This design comes from an exercise in tuning for small area and a short achievable clock period on the open sky130 flow, not from production work. Only simulation tests tie the RTL to the original design; equivalence was not proved. Power is estimated from default activity; no workload was simulated.

<file path="flow/config.mk">
export PLATFORM = sky130hd
export DESIGN_NAME = float_accum_multi
export DESIGN_NICKNAME = float_accum_multi
export VERILOG_FILES = /design/flow/design.v
export SDC_FILE = /design/flow/constraint.sdc
export NUM_CORES = 4
export LEC_CHECK = 0
export CAP_MARGIN = 20
export CORE_MARGIN = 2
export CORE_UTILIZATION = 25
export PLACE_DENSITY = 0.45
export SLEW_MARGIN = 20
</file>
<file path="flow/constraint.sdc">
create_clock -name core_clock -period 10.0 [get_ports {clk}]
set_input_delay 2.0000 -clock core_clock [delete_from_list [all_inputs] [get_ports {clk}]]
set_output_delay 2.0000 -clock core_clock [all_outputs]
set_load 0.01 [all_outputs]
</file>
<file path="flow/design.v">
package float_accum_pkg;
  localparam logic [1:0] MODE_SUM = 2'd0;
  localparam logic [1:0] MODE_MAX = 2'd1;
  localparam logic [1:0] MODE_MIN = 2'd2;
  typedef struct packed {
    logic nan;
    logic pinf;
    logic ninf;
  } flags_t;
  function automatic int unsigned acc_width(int unsigned exp_w, int unsigned man_w,
                                            int unsigned guard_w);
    acc_width = (32'd1 << exp_w) + man_w + guard_w;
  endfunction
  function automatic int unsigned exp_bias(int unsigned exp_w);
    exp_bias = (32'd1 << (exp_w - 1)) - 32'd1;
  endfunction
  function automatic int unsigned exp_max(int unsigned exp_w);
    exp_max = (32'd1 << exp_w) - 32'd1;
  endfunction
  function automatic logic [127:0] nan_const(int unsigned exp_w, int unsigned man_w);
    logic [127:0] v;
    v = (128'(exp_max(exp_w)) << man_w) | (128'd1 << (man_w - 1));
    nan_const = v;
  endfunction
  function automatic logic [127:0] inf_const(logic sign, int unsigned exp_w,
                                             int unsigned man_w);
    logic [127:0] v;
    v = (128'(sign) << (exp_w + man_w)) | (128'(exp_max(exp_w)) << man_w);
    inf_const = v;
  endfunction
endpackage
module clz #(
  parameter int unsigned DATA_W = 32,
  localparam int unsigned CNT_W = $clog2(DATA_W + 1)
) (
  input  logic [DATA_W-1:0] data,
  output logic [CNT_W-1:0]  count
);
  always_comb begin
    count = CNT_W'(DATA_W);
    for (int unsigned i = 0; i < DATA_W; i++) begin
      if (data[i]) count = CNT_W'(DATA_W - 1 - i);
    end
  end
endmodule
module float_fixed_decode #(
  parameter int unsigned EXP_W = 8,
  parameter int unsigned MAN_W = 23,
  parameter int unsigned ACC_W = 287,
  localparam int unsigned DATA_W = 1 + EXP_W + MAN_W
) (
  input  logic [DATA_W-1:0]       data,
  output logic signed [ACC_W-1:0] value,
  output float_accum_pkg::flags_t flags
);
  logic             sign;
  logic [EXP_W-1:0] exp_f;
  logic [MAN_W-1:0] man;
  logic [EXP_W-1:0] shift;
  logic [ACC_W-1:0] mag;
  assign {sign, exp_f, man} = data;
  always_comb begin
    flags = '0;
    value = '0;
    shift = (exp_f == '0) ? '0 : exp_f - EXP_W'(1);
    mag   = ACC_W'({exp_f != '0, man}) << shift;
    if (exp_f == '1) begin
      flags.nan  = (man != '0);
      flags.pinf = (man == '0) && !sign;
      flags.ninf = (man == '0) && sign;
    end else begin
      value = sign ? -mag : mag;
    end
  end
endmodule
module float_accum_multi #(
  parameter int unsigned EXP_W    = 8,
  parameter int unsigned MAN_W    = 23,
  parameter int unsigned GUARD_W  = 8,
  parameter int unsigned STRIDE_W = 16,
  parameter int unsigned DELAY_W  = 7,
  localparam int unsigned DATA_W  = 1 + EXP_W + MAN_W
) (
  input  logic                clk,
  input  logic                rst_n,
  input  logic                run,
  input  logic                running,
  input  logic [STRIDE_W-1:0] strideMinusOne,
  input  logic [DELAY_W-1:0]  delay0,
  input  logic [1:0]          mode,
  input  logic [DATA_W-1:0]   in0,
  output logic [DATA_W-1:0]   out0,
  output logic                done
);
  localparam int unsigned ACC_W = 287;
  localparam int unsigned NBLK  = 9;     
  logic [15:0] cnt_q;
  logic        start;
  assign start = (cnt_q == '0);
  always_ff @(posedge clk or negedge rst_n) begin
    if (!rst_n)       cnt_q <= '0;
    else if (run)     cnt_q <= 16'(delay0);
    else if (running) cnt_q <= start ? strideMinusOne : cnt_q - 16'd1;
  end
  logic [31:0] x1;
  logic [1:0]  mode1;
  logic        start1, v1;
  always_ff @(posedge clk or negedge rst_n) begin
    if (!rst_n) begin
      start1 <= 1'b0;
      v1     <= 1'b0;
    end else if (running) begin
      start1 <= start;
      v1     <= 1'b1;
    end
  end
  always_ff @(posedge clk) begin
    if (running) begin
      x1    <= in0;
      mode1 <= mode;
    end
  end
  logic        step2;
  logic        xs, h, emax;
  logic [7:0]  xe, sh;
  logic [22:0] xf;
  logic [2:0]  fl1;
  assign step2 = running & v1;
  assign {xs, xe, xf} = x1;
  assign emax = &xe;
  assign h    = |xe;
  assign sh   = xe - 8'(h);
  assign fl1  = {emax & |xf, emax & ~|xf & ~xs, emax & ~|xf & xs};   
  logic [23:0] sig;
  logic [24:0] nsig;
  logic [63:0] chunk;
  logic [2:0]  q;
  logic [NBLK*32-1:0] addend;
  assign sig   = (step2 & ~emax) ? {h, xf} : 24'd0;
  assign nsig  = xs ? -{1'b0, sig} : {1'b0, sig};
  assign chunk = {{39{nsig[24]}}, nsig} << sh[4:0];
  assign q     = sh[7:5];
  always_comb begin
    for (int k = 0; k < NBLK; k++) begin
      if (int'(q) == k)              addend[32*k +: 32] = chunk[31:0];
      else if (int'(q) == k - 1)     addend[32*k +: 32] = chunk[63:32];
      else if (k > 1 && int'(q) < k - 1) addend[32*k +: 32] = {32{nsig[24]}};
      else                           addend[32*k +: 32] = '0;
    end
  end
  logic [ACC_W-1:0] acc;
  logic             clr;
  logic [2:0]       flg;       
  logic             wmm, wmin;
  logic             ldz, cur_mm, cur_min, lt, repl;
  logic [ACC_W-1:0] acc_in, sum;
  logic [31:0]      m, kx, km;
  assign ldz     = step2 & (start1 | clr);
  assign acc_in  = ldz ? '0 : acc;
  assign sum     = acc_in + addend[ACC_W-1:0];
  assign cur_mm  = start1 ? (mode1 == 2'd1 || mode1 == 2'd2) : wmm;
  assign cur_min = start1 ? (mode1 == 2'd2) : wmin;
  assign m       = acc[31:0];
  assign kx      = x1[31] ? ~x1 : {1'b1, x1[30:0]};
  assign km      = m[31] ? ~m : {1'b1, m[30:0]};
  assign lt      = kx < km;
  assign repl    = step2 & (start1 | (cur_min ? lt : ~lt));
  always_ff @(posedge clk) begin
    acc[ACC_W-1:32] <= sum[ACC_W-1:32];
    acc[31:0]       <= cur_mm ? (repl ? x1 : m) : sum[31:0];
  end
  always_ff @(posedge clk or negedge rst_n) begin
    if (!rst_n) begin
      clr  <= 1'b1;
      flg  <= '0;
      wmm  <= 1'b0;
      wmin <= 1'b0;
    end else if (step2) begin
      clr <= 1'b0;
      if (start1) begin
        flg  <= fl1;
        wmm  <= (mode1 == 2'd1 || mode1 == 2'd2);
        wmin <= (mode1 == 2'd2);
      end else begin
        flg <= flg | fl1;
      end
    end
  end
  logic            sg;
  logic [287:0]    s288;
  logic [NBLK-1:0] bor, nz, oh;
  logic [63:0]     win;
  logic [31:0]     top;
  logic [4:0]      fine;
  logic [3:0]      bidx;
  logic            los;
  logic [55:0]     w8;
  logic [24:0]     fld_s;
  logic            wst;
  assign sg   = acc[ACC_W-1];
  assign s288 = {sg, acc};
  always_comb begin
    for (int k = 0; k < NBLK; k++) begin
      bor[k] = |s288[32*k +: 32];
      nz[k]  = sg ? ~&s288[32*k +: 32] : bor[k];
    end
    nz[0] = 1'b1;
    for (int k = 0; k < NBLK; k++) begin
      oh[k] = nz[k];
      for (int j = k + 1; j < NBLK; j++) if (nz[j]) oh[k] = 1'b0;
    end
    win  = '0;
    bidx = '0;
    los  = 1'b0;
    for (int k = 0; k < NBLK; k++) begin
      if (oh[k]) begin
        win[63:32] = s288[32*k +: 32];
        if (k > 0) win[31:0] = s288[32*(k-1) +: 32];
        bidx = 4'(k);
        for (int j = 0; j + 1 < k; j++) if (bor[j]) los = 1'b1;
      end
    end
    top = win[63:32] ^ {32{sg}};
    if (oh[0]) top[23] = 1'b1;
    fine = '0;
    for (int i = 0; i < 32; i++) if (top[i]) fine = 5'(i);
  end
  assign w8    = win[63:8];
  assign fld_s = 25'(w8 >> fine);
  always_comb begin
    wst = |win[7:0];
    for (int i = 0; i < 31; i++) if (i < int'(fine) && w8[i]) wst = 1'b1;
  end
  logic        nanr, spec_d, sgm;
  assign nanr   = flg[2] | (flg[1] & flg[0]);
  assign spec_d = clr | |flg;
  assign sgm    = m[31] & |m[30:0];
  logic        sgn3, st3, spec3, spec_s3, spec_e3, spec_n3, last3;
  logic [8:0]  q3;
  logic [24:0] f3;
  always_ff @(posedge clk) begin
    if (running) begin
      if (wmm) begin
        sgn3 <= sgm;
        q3   <= {1'b0, m[30:23]};
        f3   <= {1'b0, m[22:0], 1'b0};
        st3  <= 1'b1;    
      end else begin
        sgn3 <= sg;
        q3   <= {bidx, fine} - 9'd23;
        f3   <= fld_s ^ {25{sg}};
        st3  <= los | wst;
      end
      spec3   <= spec_d;
      spec_e3 <= ~clr;
      spec_n3 <= ~clr & nanr;
      spec_s3 <= ~clr & ~nanr & flg[0];
    end
  end
  always_ff @(posedge clk or negedge rst_n) begin
    if (!rst_n)       last3 <= 1'b0;
    else if (running) last3 <= start1;
  end
  logic        c1, tie, ovf;
  logic [25:0] hh;
  logic [24:0] rnd;
  logic [9:0]  ph;
  logic [31:0] res;
  assign c1  = sgn3 & ~st3;
  assign hh  = {1'b0, f3} + (c1 ? 26'd2 : 26'd1);
  assign tie = (f3[0] ^ c1) & ~st3;
  assign rnd = {hh[25:2], hh[1] & ~tie};
  assign ph  = {1'b0, q3} + {8'd0, rnd[24:23]};
  assign ovf = ph >= 10'd255;
  assign res = spec3 ? {spec_s3, {8{spec_e3}}, spec_n3, 22'd0}
             : ovf   ? {sgn3, 8'hFF, 23'd0}
             :         {sgn3, ph[7:0], rnd[22:0]};
  always_ff @(posedge clk) begin
    if (running) out0 <= res;
  end
  always_ff @(posedge clk or negedge rst_n) begin
    if (!rst_n)       done <= 1'b0;
    else if (running) done <= last3;
  end
endmodule
</file>
<file path="flow/run.sh">
#!/bin/bash
# synth_recipe.tcl (not shown) runs the flow's synth.tcl, then flattens the netlist and writes it again
# the make line also repeats each setting of config.mk as NAME=value (left out here)
make -C /OpenROAD-flow-scripts/flow DESIGN_CONFIG=/design/flow/config.mk WORK_HOME=/design/flow/orfs CLKGATE_MAP_FILE= SYNTH_SCRIPT=/design/flow/synth_recipe.tcl finish
</file>
==> results.py <==
metrics = {
    "floorplan": {
        "die-area_mm2": 0.1969,
        "rows": 161,
        "die_x_um": 443.7,
        "io_pins": 94,
        "design.core.area_mm2": 0.1924,
        "start_util_pct": 25.13,
        "die_h_um": 443.7,
    },
    "final_layout": {
        "final_area_mm2": 0.06918,
        "finalNetCount": 8606,
        "drive_gt1_share_pct": 29.05,
        "final_cells": 10800,
        "fin_util_pct": 35.96,
        "area_growth_pct": 43.10,
    },
    "timing": {
        "finalSetupViolCount": 15,
        "finalMaxSlewViolations": 0,
        "rsz0062_at_grt": "true",
        "fin_worst_skew_ns": 0.06836,
        "setup_ws_ns": -0.2171,
        "worstMarginPinSlew_ns": 1.150,
        "fmax_mhz": 97.88,
        "fin_crit_sh_pct": 102.2,
        "fin_setup_tns_ns": -1.352,
        "hold_viol_final": 0,
        "slew_headroom_pct": 23.30,
        "post-route-min-period_ns": 10.22,
        "fin_hold_ws_ns": 0.5147,
    },
    "clock_network": {
        "path_clk_slew_ns": 0.06,
        "cts_root_buf": "clkbuf_16",
        "htreeDepth": 2,
        "clk_path_buf_depth": 3,
        "clkLatencyLatePin_ns": 0.76,
        "holdBufCountCts": 0,
        "cts.sinks": 419,
        "cts_made_buffers": 61,
        "cts_tree": "yes",
    },
    "global_route": {
        "grt_pass1_wl_mm": 427.1,
        "grt_use_total_pct": 29.63,
        "grt_overflow": 0,
        "grt_max_degree": 82,
        "antenna_found_initial": 21,
        "grt_pass1_vias": 57990,
    },
    "route": {
        "drtIter0Drc": 6560,
        "wl_mm": 303.8,
        "drt_pass1_iterations": 9,
        "wl_per_cell_um": 28.13,
        "drc": 0,
        "vias": 60580,
        "vias_per_cell": 5.608,
        "antenna_left": 0,
    },
    "setup_path": {
        "crit_fanout": 5,
        "cp_slowest_cell": "or4_4",
        "worstPathRequired_ns": 10.60,
        "critPathKind": "reg2reg",
        "timing.critical_path.mode_cell": "buf_4",
        "arrival_ns": 10.82,
        "slowest_delay_ns": 0.47,
        "start_kind": "flip-flop",
        "endpoint_kind": "flip-flop",
    },
    "power": {
        "leakage_nw": 29.34,
        "power.density_mw_per_mm2": 358.1,
        "finalPower_mw": 24.77,
        "ir_drop_v": 0.0002139,
    },
    "synth": {
        "async_flop_share_pct": 6.205,
        "yosys_warnings": 1,
        "ys_seq_area_share_pct": 20.48,
        "synth_area_mm2": 0.04834,
        "synthCells": 6698,
        "synth_area_leaders": "dfxtp_1, edfxtp_1, ha_1",
        "synth-main-ff-cell": "dfxtp_1",
        "yosys.cell_types.count": 118,
        "syn-num-nets": 7091,
        "synth-edff-count": 138,
        "synth_top_area_share_pct": 10.56,
        "yosysTopAreaCell": "dfxtp_1",
        "ys_ff_latch": 419,
        "syn_area_per_cell_um2": 7.217,
    },
    "placement": {
        "place_area_mm2": 0.06318,
        "gp_congestion": 1.038,
        "post-place-cells": 10480,
        "pre_cts_slack_ns": -2.385,
        "io_buffers": 93,
        "hpwl_mm": 245.6,
    },
    "run": {
        "max-cap-violations": 0,
    },
    "status": {
        "status": "complete, but fails checks",
        "check.faults": "negative setup slack",
    },
    "hold_path": {
        "hp-class": "reg2reg",
    },
}
==> logic make-up after synthesis <==
family / Yosys count / share of synthesized area (%)
AND/OR/NAND/NOR: 2480 / 25.05
flip-flops: 419 / 20.48
AO/OA/AOI/OAI: 2271 / 29.80
multiplexers: 141 / 3.065
adder cells (fa/ha/maj): 332 / 8.640
XOR/XNOR: 432 / 7.827
buffers and inverters: 623 / 5.143
==> cell usage after synthesis, types with 75 or more instances <==
cell,number
a21o_1,185
o221ai_1,84
and2_1,310
xnor2_1,259
ha_1,329
o21bai_1,87
mux2i_1,98
a31oi_1,83
o21ai_0,531
dfxtp_1,255
a21oi_1,685
nor4_1,108
edfxtp_1,138
clkbuf_1,356
nor3_1,112
nand3_1,128
xor2_1,173
a221oi_1,75
nand4_1,206
nand2_1,735
nor2_1,613
inv_1,174
==> per-layer routing <==
metal / share of wire (%) / GRT usage, %
met3: 8.0 / 5.894
met5: 0.032 / 0
met4: 6.4 / 15.61
met2: 43 / 45.22
met1: 43 / 39.22
==> path summary, 6_finish.rpt <==
path / start / endpoint / slack (ns) / cells past startpoint
min in group asynchronous: rst_n / v1 / 1.62 / 2
setup / recovery: x1[1] / acc[251] / -0.22 / 53
max in group asynchronous: rst_n / clr / 8.07 / 2
hold / removal: done / done / 0.51 / 1
setup reg to reg: x1[1] / acc[251] / -0.22 / 53
hold reg to reg: done / done / 0.51 / 1
==> registers in the layout, summed over array words and instances, names as in the netlist, 2 cells and up <==
name   count
out0      32
mode1      2
f3        25
q3         9
flg        3
acc      287
x1        32
cnt_q     16
==> cell usage in the layout, fill, tap and decap left out, types with 48 or more instances in the layout <==
cell and instances:
a21o_1 185, nor4_1 101, nand3_1 123, nand4_1 206, clkbuf_16 61, nand2b_1 48, o21ai_0 459, and2_1 307
a21oi_2 51, a22oi_1 64, a221oi_1 60, nand2_1 721, dfxtp_1 254, o221ai_1 73, edfxtp_1 138, o21ai_1 53
a21oi_1 627, xor2_1 168, ha_1 310, o21bai_1 84, xnor2_1 253, a31oi_1 72, inv_1 172, mux2i_1 82
clkdlybuf4s50_1 92, buf_4 1736, nor2_1 580, nor3_1 99
==> power by group <==
group / internal (mW) / switching (mW)
logic: 7.93 / 9.82
registers: 2.71 / 1.96
clock network: 1.35 / 0.995
==> what timing repair did <==
item / in CTS / in global routing
buffers inserted: 143 / 67
resized for setup: 319 / 222
endpoints found under the setup margin: 94 / 57
cloned: 0 / 0
pin swaps: 138 / 122
==> cell type report <==
type	instances	area (um2)
fill	20530	123200
antenna	11	27.53
timing repair buffer	1897	14920
clock buffer	81	1702
clock inverter	33	397.9
tap	2526	3161
multi-input combinational	5656	38390
sequential	419	9903
inverter	178	668.1
==> critical path, delay by kind of cell, from the launching register on <==
family | cells | cell delay (ns)
compound gates | 16 | 2.84
xor+xnor | 2 | 0.24
fa+ha+maj | 1 | 0.23
buf+inv | 22 | 2.98
flops | 1 | 0.41
mux | 2 | 0.31
simple gates | 10 | 3.02

-- afterwards: timing with drivers on the ports --
No port has a modelled driver above. Below, the same layout with a new extraction and two added sets of constraints. Step 1 (the two cells are an assumption about what drives the block):
set clk [get_ports {clk}]
set_driving_cell -lib_cell sky130_fd_sc_hd__clkbuf_16 $clk
set_driving_cell -lib_cell sky130_fd_sc_hd__buf_2 [delete_from_list [all_inputs] $clk]
Step 2, shift: input delay + t, output delay - t, t = (earliest + latest rising clock arrival at the registers) / 2. This alone moves slack from input paths to output paths. Slacks: no drivers / after step 1 / after step 2; pairs: no drivers / after step 1.
shift t [ns]: 0.821
slack for setup (ns): -0.217 / -0.217 / -0.913
hold WS [ns]: 0.515 / 0.515 / 0.515
cell pins on the clock port's net: 1
For this run, drivers alone change the setup slack by 0.000 ns; drivers and shift together by -0.696 ns.
